This is an optimization exercise on Yosys and OpenROAD, whose aim is a short achievable clock period and few clock cycles, not a production implementation. Function was checked by simulation only, so behaviour that the tests miss may differ from the original.

$ cat design/flow/config.mk
export PLATFORM = sky130hd
export DESIGN_NAME = v810_core
export DESIGN_NICKNAME = v810_core
export VERILOG_FILES = /design/flow/design.v
export SDC_FILE = /design/flow/constraint.sdc
export NUM_CORES = 4
export LEC_CHECK = 0
export ABC_CLOCK_PERIOD_IN_PS = 3000
export CAP_MARGIN = 20
export CORE_MARGIN = 2
export CORE_UTILIZATION = 40
export SETUP_SLACK_MARGIN = 5
export SLEW_MARGIN = 20
$ cat design/flow/run.sh
#!/bin/bash
# synth_recipe.tcl (not shown) runs the flow's synth.tcl, then flattens the netlist and writes it again
# the make line also repeats each setting of config.mk as NAME=value (left out here)
make -C /OpenROAD-flow-scripts/flow DESIGN_CONFIG=/design/flow/config.mk WORK_HOME=/design/flow/orfs CLKGATE_MAP_FILE= SYNTH_SCRIPT=/design/flow/synth_recipe.tcl finish
$ cat design/flow/constraint.sdc
create_clock -name core_clock -period 10.0 [get_ports {CLK}]
set_input_delay 2.0000 -clock core_clock [delete_from_list [all_inputs] [get_ports {CLK}]]
set_output_delay 2.0000 -clock core_clock [all_outputs]
set_load 0.01 [all_outputs]
$ cat design/flow/design.v
package v810_pkg;
    typedef enum logic [3:0] {
        ALU_MOV = 4'b0000,
        ALU_ADD = 4'b0001,
        ALU_SUB = 4'b0010,
        ALU_SHL = 4'b0100,
        ALU_SHR = 4'b0101,
        ALU_SAR = 4'b0111,
        ALU_OR  = 4'b1100,
        ALU_AND = 4'b1101,
        ALU_XOR = 4'b1110,
        ALU_NOT = 4'b1111
    } alu_op_e;
    typedef enum logic [1:0] {
        SRC1_REG,
        SRC1_IMM5,
        SRC1_PC
    } alu_src1_e;
    typedef enum logic [1:0] {
        SRC2_REG,
        SRC2_DISP16,
        SRC2_DISP9
    } alu_src2_e;
    typedef enum logic {
        FETCH_LO,
        FETCH_HI
    } fetch_state_e;
    typedef struct packed {
        logic carry;
        logic over;
        logic sign;
        logic zero;
    } flags_t;
    typedef struct packed {
        logic [32-1:0] pc;
        logic [32-1:0] imm5;
        logic [32-1:0] disp9;
        logic [32-1:0] disp16;
        logic [32-1:0] rd1;
        logic [32-1:0] rd2;
        logic [5-1:0] wa;
        alu_op_e               alu_op;
        alu_src1_e             src1;
        alu_src2_e             src2;
        logic                  branch;
        logic [3:0]            cond;
        logic                  mem_read;
        logic                  mem_write;
        logic [3:0]            flag_mask;
        logic                  reg_write;
        logic                  mem_to_reg;
    } idex_t;
    typedef struct packed {
        logic [32-1:0] result;
        flags_t                flags;
        logic [32-1:0] st_data;
        logic [5-1:0] wa;
        logic                  mem_read;
        logic                  mem_write;
        logic [3:0]            flag_mask;
        logic                  reg_write;
        logic                  mem_to_reg;
    } exmem_t;
endpackage
`timescale 1ns/1ps
module v810_core (
    input  logic                  CLK,
    input  logic                  arst_n,
    output logic [32-1:0] ia,
    input  logic [31:0]           id,
    output logic [32-1:0] da,
    input  logic [32-1:0] dd_i,
    output logic [32-1:0] dd_o,
    output logic                  mrq_n,
    output logic                  rw
);
    logic [31:2] fa;               
    logic        fskip;            
    logic [15:0] q0, q1, q2, q3;   
    logic [2:0]  qcnt;
    logic [31:1] qpc;              
    logic        e_we, e_ld, e_cmp;
    logic [3:0]  e_alu;
    logic [4:0]  e_wa;
    logic [31:0] in1, in2;         
    logic [3:0]  psw;              
    logic [31:0] rf [1:31];
    logic        mrq_q, rw_q;
    logic [31:0] da_q, ddo_q;
    logic [31:0] alu_out, wdata;
    logic [3:0]  e_flags;
    logic [32:0] diff;
    assign diff = {1'b0, in2} - {1'b0, in1};
    always_comb begin
        case (e_alu)
            4'b0000: alu_out = in1;
            4'b0001: alu_out = in2 + in1;
            4'b0010: alu_out = diff[31:0];
            4'b0100: alu_out = in2 << in1[4:0];
            4'b0101: alu_out = in2 >> in1[4:0];
            4'b0111: alu_out = $signed(in2) >>> in1[4:0];
            4'b1100: alu_out = in2 | in1;
            4'b1101: alu_out = in2 & in1;
            4'b1110: alu_out = in2 ^ in1;
            4'b1111: alu_out = ~in1;
            default: alu_out = in1;
        endcase
    end
    assign e_flags = {diff[32],
                      (in1[31] != in2[31]) & (in2[31] != diff[31]),
                      diff[31],
                      in2 == in1};
    assign wdata = e_ld ? dd_i : alu_out;
    always_ff @(posedge CLK) begin
        if (e_we)
            rf[e_wa] <= wdata;
    end
    always_ff @(posedge CLK or negedge arst_n) begin
        if (!arst_n)
            psw <= '0;
        else if (e_cmp)
            psw <= e_flags;
    end
    assign ia    = {fa, 2'b00};
    assign da    = da_q;
    assign dd_o  = ddo_q;
    assign mrq_n = mrq_q;
    assign rw    = rw_q;
    logic [5:0]  op;
    logic        d_ins32, d_avail, d_ld, d_st, d_br, d_cmp, d_alu, d_imm;
    logic [4:0]  ra1, ra2;
    logic [31:0] rd1, rd2;
    logic        fwd1, fwd2;
    logic        stall, go, issue, taken, cond_match;
    logic [3:0]  fl;
    logic [31:1] d_tgt;
    logic [1:0]  c;
    assign op  = q0[15:10];
    assign ra1 = q0[4:0];
    assign ra2 = q0[9:5];
    assign d_ins32 = op[5] & op[4];
    assign d_ld    = (op[5:2] == 4'b1100);
    assign d_st    = (op[5:2] == 4'b1101);
    assign d_br    = (op[5:3] == 3'b100);
    assign d_cmp   = !op[5] && !op[3] && (op[2:0] == 3'b011);
    assign d_alu   = !op[5] && !d_cmp;
    assign d_imm   = op[4];
    assign rd1 = (ra1 == 5'd0) ? 32'd0 : rf[ra1];
    assign rd2 = (ra2 == 5'd0) ? 32'd0 : rf[ra2];
    assign fwd1 = e_we && (e_wa == ra1);
    assign fwd2 = e_we && (e_wa == ra2);
    assign d_avail = (qcnt != 3'd0) && (!d_ins32 || qcnt >= 3'd2);
    assign stall   = (d_ld | d_st) & fwd1;
    assign go      = d_avail & !stall;
    assign issue   = go & !d_br;
    assign c       = !go ? 2'd0 : d_ins32 ? 2'd2 : 2'd1;
    assign fl = e_cmp ? e_flags : psw;
    always_comb begin
        case (q0[11:9])
            3'b000: cond_match = fl[2];
            3'b001: cond_match = fl[3];
            3'b010: cond_match = fl[0];
            3'b011: cond_match = fl[3] | fl[0];
            3'b100: cond_match = fl[1];
            3'b101: cond_match = 1'b1;
            3'b110: cond_match = fl[1] ^ fl[2];
            default: cond_match = (fl[1] ^ fl[2]) | fl[0];
        endcase
    end
    assign taken = d_avail & d_br & (cond_match ^ q0[12]);
    assign d_tgt = qpc + {{23{q0[8]}}, q0[8:1]};
    always_ff @(posedge CLK or negedge arst_n) begin
        if (!arst_n) begin
            e_we  <= 1'b0;
            e_ld  <= 1'b0;
            e_cmp <= 1'b0;
            mrq_q <= 1'b1;
            rw_q  <= 1'b1;
        end else begin
            e_we  <= issue & (d_alu | d_ld) & (ra2 != 5'd0);
            e_ld  <= issue & d_ld;
            e_cmp <= issue & d_cmp;
            mrq_q <= !(issue & (d_ld | d_st));
            rw_q  <= !(issue & d_st);
        end
    end
    always_ff @(posedge CLK) begin
        if (issue) begin
            e_alu <= op[3:0];
            e_wa  <= ra2;
            in1   <= d_imm ? {{27{q0[4]}}, q0[4:0]} : fwd1 ? wdata : rd1;
            in2   <= fwd2 ? wdata : rd2;
            da_q  <= rd1 + {{16{q1[15]}}, q1};
            ddo_q <= fwd2 ? wdata : rd2;
        end
    end
    logic [2:0]  r;
    logic        accept;
    logic [15:0] s0, s1, s2, s3;   
    logic [15:0] h0;               
    assign r      = qcnt - {1'b0, c};
    assign accept = (r <= 3'd2);
    assign h0     = fskip ? id[31:16] : id[15:0];
    always_comb begin
        case (c)
            2'd0:    {s0, s1, s2, s3} = {q0, q1, q2, q3};
            2'd1:    {s0, s1, s2, s3} = {q1, q2, q3, 16'h0};
            default: {s0, s1, s2, s3} = {q2, q3, 16'h0, 16'h0};
        endcase
    end
    always_ff @(posedge CLK or negedge arst_n) begin
        if (!arst_n) begin
            fa    <= '0;
            fskip <= 1'b0;
            qcnt  <= '0;
            qpc   <= '0;
        end else if (taken) begin
            fa    <= d_tgt[31:2];
            fskip <= d_tgt[1];
            qcnt  <= '0;
            qpc   <= d_tgt;
        end else begin
            if (accept) begin
                fa    <= fa + 30'd1;
                fskip <= 1'b0;
            end
            qcnt <= !accept ? r : fskip ? r + 3'd1 : r + 3'd2;
            qpc  <= qpc + {29'd0, c};
        end
    end
    always_ff @(posedge CLK) begin
        q0 <= (r == 3'd0) ? h0 : s0;
        q1 <= (r == 3'd0) ? id[31:16] : (r == 3'd1) ? h0 : s1;
        q2 <= (r == 3'd1) ? id[31:16] : (r == 3'd2) ? h0 : s2;
        q3 <= (r == 3'd2) ? id[31:16] : s3;
    end
endmodule
==> results.cfg <==
[synth]
syn_area_per_cell_um2 = 14.0
synth_largest_area_cell = edfxtp_1
synth_seq_cells = 1245
synthFlopType = edfxtp_1
yosysSeqAreaShare_pct = 52.6
synth_area_leaders = edfxtp_1 50%, mux4_2 20%, mux2i_1 3.6%
yosysWarnings = 1
synthSimpleGateAreaFrac_pct = 6.83
synth-compound-area-share_pct = 9.01
async_flop_share_pct = 5.94
synthCells = 4999
synthMuxAreaShare_pct = 23.9
syn_area_mm2 = 0.0702
synth-edff-count = 1161
yosysTopAreaCellShare_pct = 49.7
synth_most_common_cell = edfxtp_1
synth.distinct_cells = 99
synthXorXnorAreaFrac_pct = 1.66
synthAdderAreaFrac_pct = 3.15
synth_top_family_by_area = multiplexers
synth_commonest_cells = 1161 x edfxtp_1, 616 x mux4_2, 381 x nor2_1

[global_route]
antenna_found_initial = 6
grt_pass1_vias = 47300
grt_overflow = 0
grt_max_degree = 102
grt_pass1_wl_um = 348000
grt_usage_pct = 27.0

[sta]
hold_viol = 0
worst_pin_slew_ns = 1.77
fmax_ghz = 0.193
finClkSkew_ns = 0.0417
rsz0062_at_grt = yes
fin_crit_sh_pct = 51.8
drv_slew = 3
post-route-min-period_ns = 5.18
tns_ns = 0
maxSlewHeadroom_pct = -19.4
fin_hold_ws_ns = 0.518
setup_viol = 0

[clocking]
clkLatencyLatePin_ns = 0.79
cts_tree = done
cts_buffers = 135
clockBufferDepth = 3
ctsRootBufferMaster = clkbuf_16
clock-sinks = 1245
ctsHtreeMaxLevel = 4
clkTransAtPathRegs_ns = 0.07

[placed_design]
io_buffers = 161
gp_congestion = 0.992
dp_cells = 7261
place_hpwl_um = 152000

[drt]
ant_nets = 0
wl_per_cell_um = 32.8
vias_per_cell = 6.48
route.detailed.drc = 0
drtPass1Iterations = 6
vias = 49000
drtIter0Drc = 6583
routed_wl_um = 248000

[final_layout]
syn_to_final_growth_pct = 14.3
n_fill_cell = 15200
layout-drive-gt1-share_pct = 22.6
final-instance-count-excl-fill = 7563
fin_nets = 5374
fin_util_pct = 46.0

[status]
failed_checks = capacitance limit, slew limit
status = finished with violations

[floorplan]
dieWidth_um = 423
io_pins = 164
coreArea_mm2 = 0.174
rows = 153
start_util_pct = 40.3
die_area_mm2 = 0.179
fp.dieH_um = 423

[run]
drv_cap = 1

[worst_setup_path]
cp_max_fo = 53
crit_required_ns = 10.33
cp-start-kind = flip-flop
end_kind = flip-flop
critPathArrivalTime_ns = 5.51
path_class = flip-flop to flip-flop

[worst_hold_path]
hp-class = flip-flop to flip-flop
## path summary, 6_finish.rpt
check,start,to,slack (ns),cells past startpoint
worst max-delay path,in1[0]$_DFFE_PP_,rf[24][13]$_DFFE_PP_,4.82,10
worst min-delay path,psw[3]$_DFF_PN0_,psw[3]$_DFF_PN0_,0.52,1
worst max register to register,in1[0]$_DFFE_PP_,rf[24][13]$_DFFE_PP_,4.82,10
worst min register to register,psw[3]$_DFF_PN0_,psw[3]$_DFF_PN0_,0.52,1
max in group asynchronous,arst_n,e_ld$_DFF_PN0_,8.24,1
min in group asynchronous,arst_n,fa[31]$_DFFE_PN0P_,1.24,1
## critical path: stages (launching register included)
cell and delay [ns]:
edfxtp_1 0.35, buf_4 0.32, buf_6 0.53, mux4_2 0.59, o21ai_0 0.59, nand2_1 0.11, o211ai_1 0.18, a21oi_1 0.23
a211oi_1 0.57, o2bb2ai_1 0.49, inv_1 0.69
## routing by layer
| layer | track usage [%] | vias to the layer above | routed length (um) |
|---|---|---|---|
| met1 | 35.0 | 25300 | 93300 |
| met5 | 0 | - | 13 |
| met4 | 15.1 | 2 | 16200 |
| met2 | 42.6 | 2868 | 115000 |
| li1 | - | 20300 | - |
| met3 | 5.29 | 638 | 23100 |
## sequential cells by signal, indices dropped and copies added (netlist names), 3 cells and up, named ones only
name and count:
rf 992, da_q 32, in1 32, in2 32, qpc 31, fa 30, q0 16, q1 16
q2 16, q3 16, e_wa 5, e_alu 4, psw 4, qcnt 3
## per-stage QoR
stage	worst slack, ns	instance area [um2]
floorplan	5.01	70200
global placement	3.81	74700
detailed placement	3.74	74700
CTS	4.83	79700
global route	4.73	80200
finish	4.82	80200
## kinds of logic (layout without fill, tap and decap cells)
kind of cell,after synthesis,count (layout)
muxes,900,900
other,1,5
xor gates and xnor gates,133,133
buffers and inverters,506,739
DFF,1245,1245
adders and majority gates,173,173
AOI/OAI and AO/OA,984,986
and+or+nand+nor,1057,1057
## cells in the final DEF, fill, tap and decap left out, drive strengths merged, types with 28 or more instances in the layout
cell type / netlist / layout
o21ai: 209 / 210
a31oi: 28 / 28
xnor2: 64 / 64
mux2i: 252 / 252
and3: 49 / 49
mux4: 616 / 616
o22ai: 45 / 45
inv: 149 / 152
o211ai: 37 / 37
edfxtp: 1161 / 1161
ha: 167 / 167
nor2: 381 / 381
nand3: 79 / 79
xor2: 69 / 69
buf: 134 / 184
nand2: 322 / 322
mux2: 32 / 32
nor3: 57 / 57
a21o: 52 / 52
a211oi: 79 / 79
clkinv: 1 / 41
a21oi: 310 / 311
clkdlybuf4s50: 0 / 160
clkbuf: 222 / 175
dfrtp: 72 / 72
## timing repair
| item | CTS | global route |
|---|---|---|
| hold buffers | 0 | 0 |
| pin swaps | 3 | 9 |
| endpoints found under the setup margin | 491 | 374 |
| gates resized for setup | 64 | 54 |
| gates cloned | 7 | 6 |
| setup buffers | 34 | 14 |
## cell type report
class	instances	area, um2	area share (%)
Tap cell	2325	2910	3.63
Inverter	150	587	0.732
Sequential cell	1245	37000	46.1
Antenna cell	3	7.51	0.00936
Multi-Input combinational cell	3251	32000	39.8
Timing Repair Buffer	347	3480	4.33
Timing Repair inverter	5	37.5	0.0468
Clock buffer	175	3610	4.50
Clock inverter	62	667	0.832
Testbench counts, summed over its fixed seeds: cycles 138,700.

separate check: timing with driven ports:
The flow's constraints put no driver on any port. The routed layout listed below was extracted and timed again, unchanged, in two steps. Step 1 sets driving cells, clkbuf_16 on the clock port and buf_2 on the other inputs (assumed; they add their load-dependent delay and slew). Step 2, shift: input delay + t, output delay - t, t = (earliest + latest rising clock arrival at the registers) / 2. This alone moves slack from input paths to output paths. Three values: ideal ports, drivers, drivers and shift; two values: the first two.
shift t [ns]: 0.865
setup WS [ns]: 4.824 / 4.824 / 4.824
hold slack, ns: 0.518 / 0.518 / 0.518
pins driven straight from the clock port: 1
The setup slack of this run moves by 0.000 ns with the drivers and by 0.000 ns with both steps.
